Source: an optimization exercise on an open RTL-to-GDS flow (aim: small area and a short achievable clock period). Production flows keep margins and buffers that such runs may drop. Where RTL was checked, it was by simulation tests only, not by an equivalence proof against the original. Power and IR drop assume default switching activity.

==> wip/nickel: inputs <==
==> flow/design.v <==
module data_memory_ctrl #(
  parameter  int DATA_W = 16,
  parameter  int ADDR_W = 8,
  localparam int BE_W   = DATA_W / 8
) (
  input  logic              clk,
  input  logic              rst,
  input  logic              req_valid,
  output logic              req_ready,
  input  logic              req_write,
  input  logic [ADDR_W-1:0] req_addr,
  input  logic [DATA_W-1:0] req_wdata,
  input  logic [BE_W-1:0]   req_be,
  output logic              rsp_valid,
  output logic [DATA_W-1:0] rsp_rdata,
  output logic              init_done
);
  localparam int DEPTH = 2 ** ADDR_W;
  localparam int LO_W  = ADDR_W / 2;
  localparam int HI_W  = ADDR_W - LO_W;
  localparam int NLO   = 2 ** LO_W;
  localparam int NHI   = 2 ** HI_W;
  logic              ready_q;
  logic              ready_o_q, init_o_q;  
  logic [ADDR_W-1:0] clr_cnt_q;
  logic              clr_all_q;   
  logic              rsp_valid_q;
  logic [2*NHI*DATA_W-1:0] half_all;  
  logic [NHI*DATA_W-1:0]   grp_n;     
  logic [4*DATA_W-1:0]     quad;      
  logic [2*DATA_W-1:0]     pair_n;    
  logic [2*DATA_W-1:0]     pair_nq;
  logic clr_last;
  assign clr_last = (clr_cnt_q == ADDR_W'(DEPTH - 1));
  always_ff @(posedge clk) begin
    if (rst) begin
      ready_q   <= 1'b0;
      clr_all_q <= 1'b1;
      ready_o_q <= 1'b0;
      init_o_q  <= 1'b0;
      clr_cnt_q <= '0;
    end else begin
      if (clr_last) ready_q <= 1'b1;
      clr_all_q <= 1'b0;
      ready_o_q <= ready_q || clr_last;
      init_o_q  <= ready_o_q || clr_last;
      clr_cnt_q <= clr_cnt_q + ADDR_W'(1);
    end
  end
  assign req_ready = ready_o_q;
  assign init_done = init_o_q;
  logic [NLO-1:0]      rd_lo;    
  logic [NHI-1:0]      rd_hi;    
  logic [NHI*BE_W-1:0] wr_hi;    
  logic [BE_W-1:0]     wr_lane;
  logic [DATA_W-1:0]   wdata;
  logic [NLO-1:0]      rd_lo_n;      
  logic                clr_all_n;    
  logic [NHI*BE_W-1:0] wr_hi_n;
  assign rd_lo_n  = ~rd_lo;
  assign clr_all_n = ~clr_all_q;
  assign wr_hi_n  = ~wr_hi;
  assign wdata = clr_all_q ? '0 : req_wdata;
  genvar h, l, i;
  generate
    for (i = 0; i < BE_W; i++) begin : g_lane
      assign wr_lane[i] = ready_q && req_valid && req_write && req_be[i];
    end
    for (l = 0; l < NLO; l++) begin : g_lo
      assign rd_lo[l]  = (req_addr[LO_W-1:0] == LO_W'(l));
    end
    for (h = 0; h < NHI; h++) begin : g_hi
      assign rd_hi[h]  = (req_addr[ADDR_W-1:LO_W] == HI_W'(h));
      for (i = 0; i < BE_W; i++) begin : g_lane
        assign wr_hi[h*BE_W+i] = wr_lane[i] && rd_hi[h];
      end
    end
    for (h = 0; h < NHI; h++) begin : g_grp
      logic [NLO*DATA_W-1:0] mem_q;
      for (l = 0; l < NLO; l++) begin : g_word
        for (i = 0; i < BE_W; i++) begin : g_byte
          logic we;
          dmem_oai21 u_we (
            .a (wr_hi_n[h*BE_W+i]),
            .b (rd_lo_n[l]),
            .s (clr_all_n),
            .o (we)
          );
          always_ff @(posedge clk) begin
            if (we) mem_q[l*DATA_W + 8*i +: 8] <= wdata[8*i +: 8];
          end
        end
      end
      for (genvar b = 0; b < DATA_W; b++) begin : u_sel
        logic [5:0] t_n;
        for (genvar k = 0; k < 5; k++) begin : g_k
          dmem_aoi222 u_g (
            .s0 (rd_lo[3*k]),   .a (mem_q[(3*k)*DATA_W + b]),
            .s1 (rd_lo[3*k+1]), .b (mem_q[(3*k+1)*DATA_W + b]),
            .s2 (rd_lo[3*k+2]), .c (mem_q[(3*k+2)*DATA_W + b]),
            .o  (t_n[k])
          );
        end
        dmem_nand2 u_last (
          .a (rd_lo[15]),
          .b (mem_q[15*DATA_W + b]),
          .o (t_n[5])
        );
        dmem_nand3 u_h0 (
          .a (t_n[0]), .b (t_n[1]), .c (t_n[2]),
          .o (half_all[(2*h)*DATA_W + b])
        );
        dmem_nand3 u_h1 (
          .a (t_n[3]), .b (t_n[4]), .c (t_n[5]),
          .o (half_all[(2*h+1)*DATA_W + b])
        );
      end
      for (genvar b = 0; b < DATA_W; b++) begin : u_grp
        dmem_oai21 u_g (
          .a (half_all[(2*h)*DATA_W + b]),
          .b (half_all[(2*h+1)*DATA_W + b]),
          .s (rd_hi[h]),
          .o (grp_n[h*DATA_W + b])
        );
      end
    end
  endgenerate
  always_ff @(posedge clk) begin
    if (rst) rsp_valid_q <= 1'b0;
    else     rsp_valid_q <= req_valid && ready_q && !req_write;
  end
  generate
    for (h = 0; h < 4; h++) begin : g_quad
      for (genvar b = 0; b < DATA_W; b++) begin : u_nand
        dmem_nand4 u_g (
          .a (grp_n[(4*h+0)*DATA_W + b]),
          .b (grp_n[(4*h+1)*DATA_W + b]),
          .c (grp_n[(4*h+2)*DATA_W + b]),
          .d (grp_n[(4*h+3)*DATA_W + b]),
          .o (quad[h*DATA_W + b])
        );
      end
    end
  endgenerate
  generate
    for (h = 0; h < 2; h++) begin : g_nor
      for (genvar b = 0; b < DATA_W; b++) begin : u_nor
        dmem_nor2 u_g (
          .a (quad[(2*h)*DATA_W + b]),
          .b (quad[(2*h+1)*DATA_W + b]),
          .o (pair_n[h*DATA_W + b])
        );
      end
    end
  endgenerate
  always_ff @(posedge clk) pair_nq <= pair_n;
  for (genvar b = 0; b < DATA_W; b++) begin : u_rd_out
    dmem_nand2 u_g (
      .a (pair_nq[b]),
      .b (pair_nq[DATA_W + b]),
      .o (rsp_rdata[b])
    );
  end
  assign rsp_valid = rsp_valid_q;
endmodule
module dmem_aoi22 (
  input  logic s0, a, s1, b,
  output logic o
);
  assign o = ~((a & s0) | (b & s1));
endmodule
module dmem_aoi222 (
  input  logic s0, a, s1, b, s2, c,
  output logic o
);
  assign o = ~((a & s0) | (b & s1) | (c & s2));
endmodule
module dmem_nand3 (
  input  logic a, b, c,
  output logic o
);
  assign o = ~(a & b & c);
endmodule
module dmem_oai21 (
  input  logic a, b, s,
  output logic o
);
  assign o = ~((a | b) & s);
endmodule
module dmem_nand4 (
  input  logic a, b, c, d,
  output logic o
);
  assign o = ~(a & b & c & d);
endmodule
module dmem_nor2 (
  input  logic a, b,
  output logic o
);
  assign o = ~(a | b);
endmodule
module dmem_nand2 (
  input  logic a, b,
  output logic o
);
  assign o = ~(a & b);
endmodule
==> flow/run.sh <==
#!/bin/bash
# synth_recipe.tcl (not shown) runs the flow's synth.tcl, then flattens the netlist and writes it again
# the make line also repeats each setting of config.mk as NAME=value (left out here)
make -C /OpenROAD-flow-scripts/flow DESIGN_CONFIG=/design/flow/config.mk WORK_HOME=/design/flow/orfs CLKGATE_MAP_FILE= SYNTH_SCRIPT=/design/flow/synth_recipe.tcl finish
==> flow/config.mk <==
export PLATFORM = sky130hd
export DESIGN_NAME = data_memory_ctrl
export DESIGN_NICKNAME = data_memory_ctrl
export VERILOG_FILES = /design/flow/design.v
export SDC_FILE = /design/flow/constraint.sdc
export NUM_CORES = 4
export LEC_CHECK = 0
export CAP_MARGIN = 20
export CORE_MARGIN = 2
export CORE_UTILIZATION = 40
export CTS_BUF_LIST = sky130_fd_sc_hd__clkbuf_8 sky130_fd_sc_hd__clkbuf_16
export CTS_CLUSTER_DIAMETER = 70
export CTS_CLUSTER_SIZE = 24
export SETUP_SLACK_MARGIN = 3.9
export SLEW_MARGIN = 20
export SYNTH_HIERARCHICAL = 1
==> flow/constraint.sdc <==
create_clock -name core_clock -period 7.0 [get_ports {clk}]
set_input_delay 1.4000 -clock core_clock [delete_from_list [all_inputs] [get_ports {clk}]]
set_output_delay 1.4000 -clock core_clock [all_outputs]
set_load 0.01 [all_outputs]
==> wip/harbor: changes against wip/nickel <==
--- a/flow/design.v
+++ b/flow/design.v
@@ -51,3 +51,2 @@
   assign init_done = init_o_q;
-  logic [NLO-1:0]      rd_lo;    
   logic [NHI-1:0]      rd_hi;    
@@ -55,10 +54,4 @@
   logic [BE_W-1:0]     wr_lane;
-  logic [DATA_W-1:0]   wdata;
-  logic [NLO-1:0]      rd_lo_n;      
-  logic                clr_all_n;    
   logic [NHI*BE_W-1:0] wr_hi_n;
-  assign rd_lo_n  = ~rd_lo;
-  assign clr_all_n = ~clr_all_q;
   assign wr_hi_n  = ~wr_hi;
-  assign wdata = clr_all_q ? '0 : req_wdata;
   genvar h, l, i;
@@ -68,5 +61,2 @@
     end
-    for (l = 0; l < NLO; l++) begin : g_lo
-      assign rd_lo[l]  = (req_addr[LO_W-1:0] == LO_W'(l));
-    end
     for (h = 0; h < NHI; h++) begin : g_hi
@@ -77,4 +67,33 @@
     end
+    for (h = 0; h < 4; h++) begin : g_qtr
+      logic [NLO-1:0]    rd_lo;     
+      logic [NLO-1:0]    rd_lo_n;   
+      logic [DATA_W-1:0] wdata;     
+      logic [1:0]        clr_n;     
+      dmem_dec4 u_dec (
+        .a   (req_addr[LO_W-1:0]),
+        .y   (rd_lo),
+        .y_n (rd_lo_n)
+      );
+      dmem_wgate #(.W(DATA_W)) u_wgate (
+        .d   (req_wdata),
+        .clr (clr_all_q),
+        .y   (wdata)
+      );
+      for (genvar k = 0; k < 2; k++) begin : g_clr
+        dmem_inv u_inv (
+          .a (clr_all_q),
+          .y (clr_n[k])
+        );
+      end
+    end
     for (h = 0; h < NHI; h++) begin : g_grp
       logic [NLO*DATA_W-1:0] mem_q;
+      logic [NLO-1:0]        rd_lo, rd_lo_n;
+      logic [DATA_W-1:0]     wdata;
+      logic                  clr_all_n;
+      assign rd_lo     = g_qtr[h/4].rd_lo;
+      assign rd_lo_n   = g_qtr[h/4].rd_lo_n;
+      assign wdata     = g_qtr[h/4].wdata;
+      assign clr_all_n = g_qtr[h/4].clr_n[(h/2)%2];
       for (l = 0; l < NLO; l++) begin : g_word
@@ -171,2 +190,25 @@
 endmodule
+module dmem_dec4 (
+  input  logic [3:0]  a,
+  output logic [15:0] y,
+  output logic [15:0] y_n
+);
+  for (genvar k = 0; k < 16; k++) begin : g_k
+    assign y[k]   = (a == 4'(k));
+    assign y_n[k] = (a != 4'(k));
+  end
+endmodule
+module dmem_wgate #(parameter int W = 16) (
+  input  logic [W-1:0] d,
+  input  logic         clr,
+  output logic [W-1:0] y
+);
+  assign y = clr ? '0 : d;
+endmodule
+module dmem_inv (
+  input  logic a,
+  output logic y
+);
+  assign y = ~a;
+endmodule
 module dmem_aoi222 (
--- a/flow/config.mk
+++ b/flow/config.mk
@@ -9,3 +9,3 @@
 export CORE_MARGIN = 2
-export CORE_UTILIZATION = 40
+export CORE_UTILIZATION = 50
 export CTS_BUF_LIST = sky130_fd_sc_hd__clkbuf_8 sky130_fd_sc_hd__clkbuf_16
@@ -13,2 +13,3 @@
 export CTS_CLUSTER_SIZE = 24
+export PLACE_DENSITY = 0.65
 export SETUP_SLACK_MARGIN = 3.9
==> wip/delta: changes against wip/nickel <==
==> flow/design.v, changed modules only <==
module data_memory_ctrl #(
  parameter  int DATA_W = 16,
  parameter  int ADDR_W = 8,
  localparam int BE_W   = DATA_W / 8
) (
  input  logic              clk,
  input  logic              rst,
  input  logic              req_valid,
  output logic              req_ready,
  input  logic              req_write,
  input  logic [ADDR_W-1:0] req_addr,
  input  logic [DATA_W-1:0] req_wdata,
  input  logic [BE_W-1:0]   req_be,
  output logic              rsp_valid,
  output logic [DATA_W-1:0] rsp_rdata,
  output logic              init_done
);
  localparam int DEPTH = 2 ** ADDR_W;
  localparam int LO_W  = ADDR_W / 2;
  localparam int HI_W  = ADDR_W - LO_W;
  localparam int NLO   = 2 ** LO_W;
  localparam int NHI   = 2 ** HI_W;
  logic              ready_q;
  logic [ADDR_W-1:0] clr_cnt_q;
  logic              rsp_valid_q;
  logic [DATA_W-1:0] rsp_rdata_q, rsp_rdata_d;
  logic [2*NHI*DATA_W-1:0] half_all;  
  logic [NHI*DATA_W-1:0]   grp_n;     
  logic [4*DATA_W-1:0]     quad;      
  logic [2*DATA_W-1:0]     pair_nq;   
  always_ff @(posedge clk) begin
    if (rst) begin
      ready_q   <= 1'b0;
      clr_cnt_q <= '0;
    end else begin
      if (clr_cnt_q == ADDR_W'(DEPTH - 1)) ready_q <= 1'b1;
      clr_cnt_q <= clr_cnt_q + ADDR_W'(1);
    end
  end
  assign req_ready = ready_q;
  assign init_done = ready_q;
  logic [NLO-1:0]      rd_lo;    
  logic [NHI-1:0]      rd_hi;    
  logic [NLO-1:0]      clr_lo;   
  logic [NHI-1:0]      clr_hi;   
  logic [NHI*BE_W-1:0] wr_hi;    
  logic [BE_W-1:0]     wr_lane;
  logic [DATA_W-1:0]   wdata;
  assign wdata = ready_q ? req_wdata : '0;
  genvar h, l, i;
  generate
    for (i = 0; i < BE_W; i++) begin : g_lane
      assign wr_lane[i] = ready_q && req_valid && req_write && req_be[i];
    end
    for (l = 0; l < NLO; l++) begin : g_lo
      assign rd_lo[l]  = (req_addr[LO_W-1:0] == LO_W'(l));
      assign clr_lo[l] = (clr_cnt_q[LO_W-1:0] == LO_W'(l));
    end
    for (h = 0; h < NHI; h++) begin : g_hi
      assign rd_hi[h]  = (req_addr[ADDR_W-1:LO_W] == HI_W'(h));
      assign clr_hi[h] = !ready_q && (clr_cnt_q[ADDR_W-1:LO_W] == HI_W'(h));
      for (i = 0; i < BE_W; i++) begin : g_lane
        assign wr_hi[h*BE_W+i] = wr_lane[i] && rd_hi[h];
      end
    end
    for (h = 0; h < NHI; h++) begin : g_grp
      logic [NLO*DATA_W-1:0] mem_q;
      for (l = 0; l < NLO; l++) begin : g_word
        for (i = 0; i < BE_W; i++) begin : g_byte
          always_ff @(posedge clk) begin
            if ((wr_hi[h*BE_W+i] && rd_lo[l]) || (clr_hi[h] && clr_lo[l]))
              mem_q[l*DATA_W + 8*i +: 8] <= wdata[8*i +: 8];
          end
        end
      end
      for (l = 0; l < 2; l++) begin : g_half
        for (genvar b = 0; b < DATA_W; b++) begin : u_sel
          logic [7:0] d8;
          for (genvar k = 0; k < 8; k++) begin : g_k
            assign d8[k] = mem_q[(8*l+k)*DATA_W + b];
          end
          dmem_sel8 u_g (
            .s (rd_lo[8*l +: 8]),
            .d (d8),
            .o (half_all[(2*h+l)*DATA_W + b])
          );
        end
      end
      for (genvar b = 0; b < DATA_W; b++) begin : u_grp
        dmem_oai21 u_g (
          .a (half_all[(2*h)*DATA_W + b]),
          .b (half_all[(2*h+1)*DATA_W + b]),
          .s (rd_hi[h]),
          .o (grp_n[h*DATA_W + b])
        );
      end
    end
  endgenerate
  always_ff @(posedge clk) begin
    if (rst) rsp_valid_q <= 1'b0;
    else     rsp_valid_q <= req_valid && ready_q && !req_write;
  end
  generate
    for (h = 0; h < 4; h++) begin : g_quad
      for (genvar b = 0; b < DATA_W; b++) begin : u_nand
        dmem_nand4 u_g (
          .a (grp_n[(4*h+0)*DATA_W + b]),
          .b (grp_n[(4*h+1)*DATA_W + b]),
          .c (grp_n[(4*h+2)*DATA_W + b]),
          .d (grp_n[(4*h+3)*DATA_W + b]),
          .o (quad[h*DATA_W + b])
        );
      end
    end
    for (h = 0; h < 2; h++) begin : g_nor
      for (genvar b = 0; b < DATA_W; b++) begin : u_nor
        dmem_nor2 u_g (
          .a (quad[(2*h)*DATA_W + b]),
          .b (quad[(2*h+1)*DATA_W + b]),
          .o (pair_nq[h*DATA_W + b])
        );
      end
    end
  endgenerate
  for (genvar b = 0; b < DATA_W; b++) begin : u_rd_out
    dmem_nand2 u_g (
      .a (pair_nq[b]),
      .b (pair_nq[DATA_W + b]),
      .o (rsp_rdata_d[b])
    );
  end
  always_ff @(posedge clk) rsp_rdata_q <= rsp_rdata_d;
  assign rsp_rdata = rsp_rdata_q;
  assign rsp_valid = rsp_valid_q;
endmodule
module dmem_sel8 (
  input  logic [7:0] s, d,
  output logic       o
);
  assign o = |(s & d);
endmodule
// module dmem_aoi222 removed
// module dmem_nand3 removed
--- a/flow/config.mk
+++ b/flow/config.mk
@@ -11,5 +11,5 @@
 export CTS_BUF_LIST = sky130_fd_sc_hd__clkbuf_8 sky130_fd_sc_hd__clkbuf_16
-export CTS_CLUSTER_DIAMETER = 70
-export CTS_CLUSTER_SIZE = 24
-export SETUP_SLACK_MARGIN = 3.9
+export CTS_CLUSTER_DIAMETER = 80
+export CTS_CLUSTER_SIZE = 30
+export SETUP_SLACK_MARGIN = 4.0
 export SLEW_MARGIN = 20
==> notes <==
Via count, highest first: wip/delta, wip/nickel, wip/harbor.
The highest count of clock-buffer cells in the layout belongs to wip/harbor, the lowest to wip/delta.
Maximum frequency: wip/harbor > wip/nickel > wip/delta.
First-iteration DRC count: wip/nickel is higher than wip/delta (about 16%).
The lowest synthesized area belongs to wip/nickel, the highest to wip/delta.
The highest sequential share of layout area belongs to wip/harbor, the lowest to wip/delta.
==> figures <==
quantity                                                       wip/nickel             wip/delta           wip/harbor
Run status                               no timing/DRC/antenna violations  no timing/DRC/antenna violations  no timing/DRC/antenna violations
Drt first-iter violations                                           18200                 15800                17900
End of the worst register-to-register path             g_grp[5].mem_q[47]  g_grp[14].mem_q[158]  g_grp[9].mem_q[114]
CP max FO                                                               8                    88                   13
Overall track demand over capacity in global routing                22.2%                 25.9%                25.9%
Met3 layer usage reported by global route                           4.24%                 5.58%                4.81%
Highest Clock Rate                                              0.298 GHz             0.294 GHz            0.303 GHz
Timing endpoint of the critical path                          pair_nq[12]        rsp_rdata_q[4]           pair_nq[8]
Setup ws final                                                    3.64 ns               3.59 ns              3.70 ns
Required time reported for the critical path endpoint             7.85 ns               7.81 ns              7.85 ns
Post-route insts no fill                                            12900                 13600                12000
Switching part of the total power                                   22.3%                 21.4%                21.9%
Sequential group share of total power                               64.8%                 65.5%                65.3%
Pre-CTS setup slack                                              0.814 ns               1.35 ns              1.43 ns
For wip/delta, only the layout was checked, not whether the RTL still works.

port drivers added, routing unchanged:
No port has a modelled driver above. Below, the same layouts with a new extraction and two added sets of constraints.
Step 1 sets driving cells, clkbuf_16 on the clock port and buf_2 on the other inputs (assumed; they add their load-dependent delay and slew).
Step 2 times the ports against the registers' clock, not the clock port: input delays grow and output delays shrink by t, the midpoint of the rising clock arrivals with the driver on.
a / b / c = ideal ports / drivers / drivers and shift; a / b = the first two.
run	shift t [ns]	setup WS [ns]	hold slack, ns	worst setup path at the end	clock arrival spread, ns
wip/nickel	1.030	3.644 / 3.638 / 2.608	0.451 / 0.451 / 0.451	input to register	0.090 / 0.090
wip/harbor	1.005	3.702 / 3.367 / 2.362	0.464 / 0.464 / 0.464	input to register	0.061 / 0.062
wip/delta	1.019	3.595 / 3.514 / 2.495	0.519 / 0.519 / 0.519	input to register	0.085 / 0.086
After both steps setup and hold are still met in every run listed. The setup slack of wip/harbor, which loses most, moves by -0.335 ns with the drivers and by -1.340 ns with both steps.
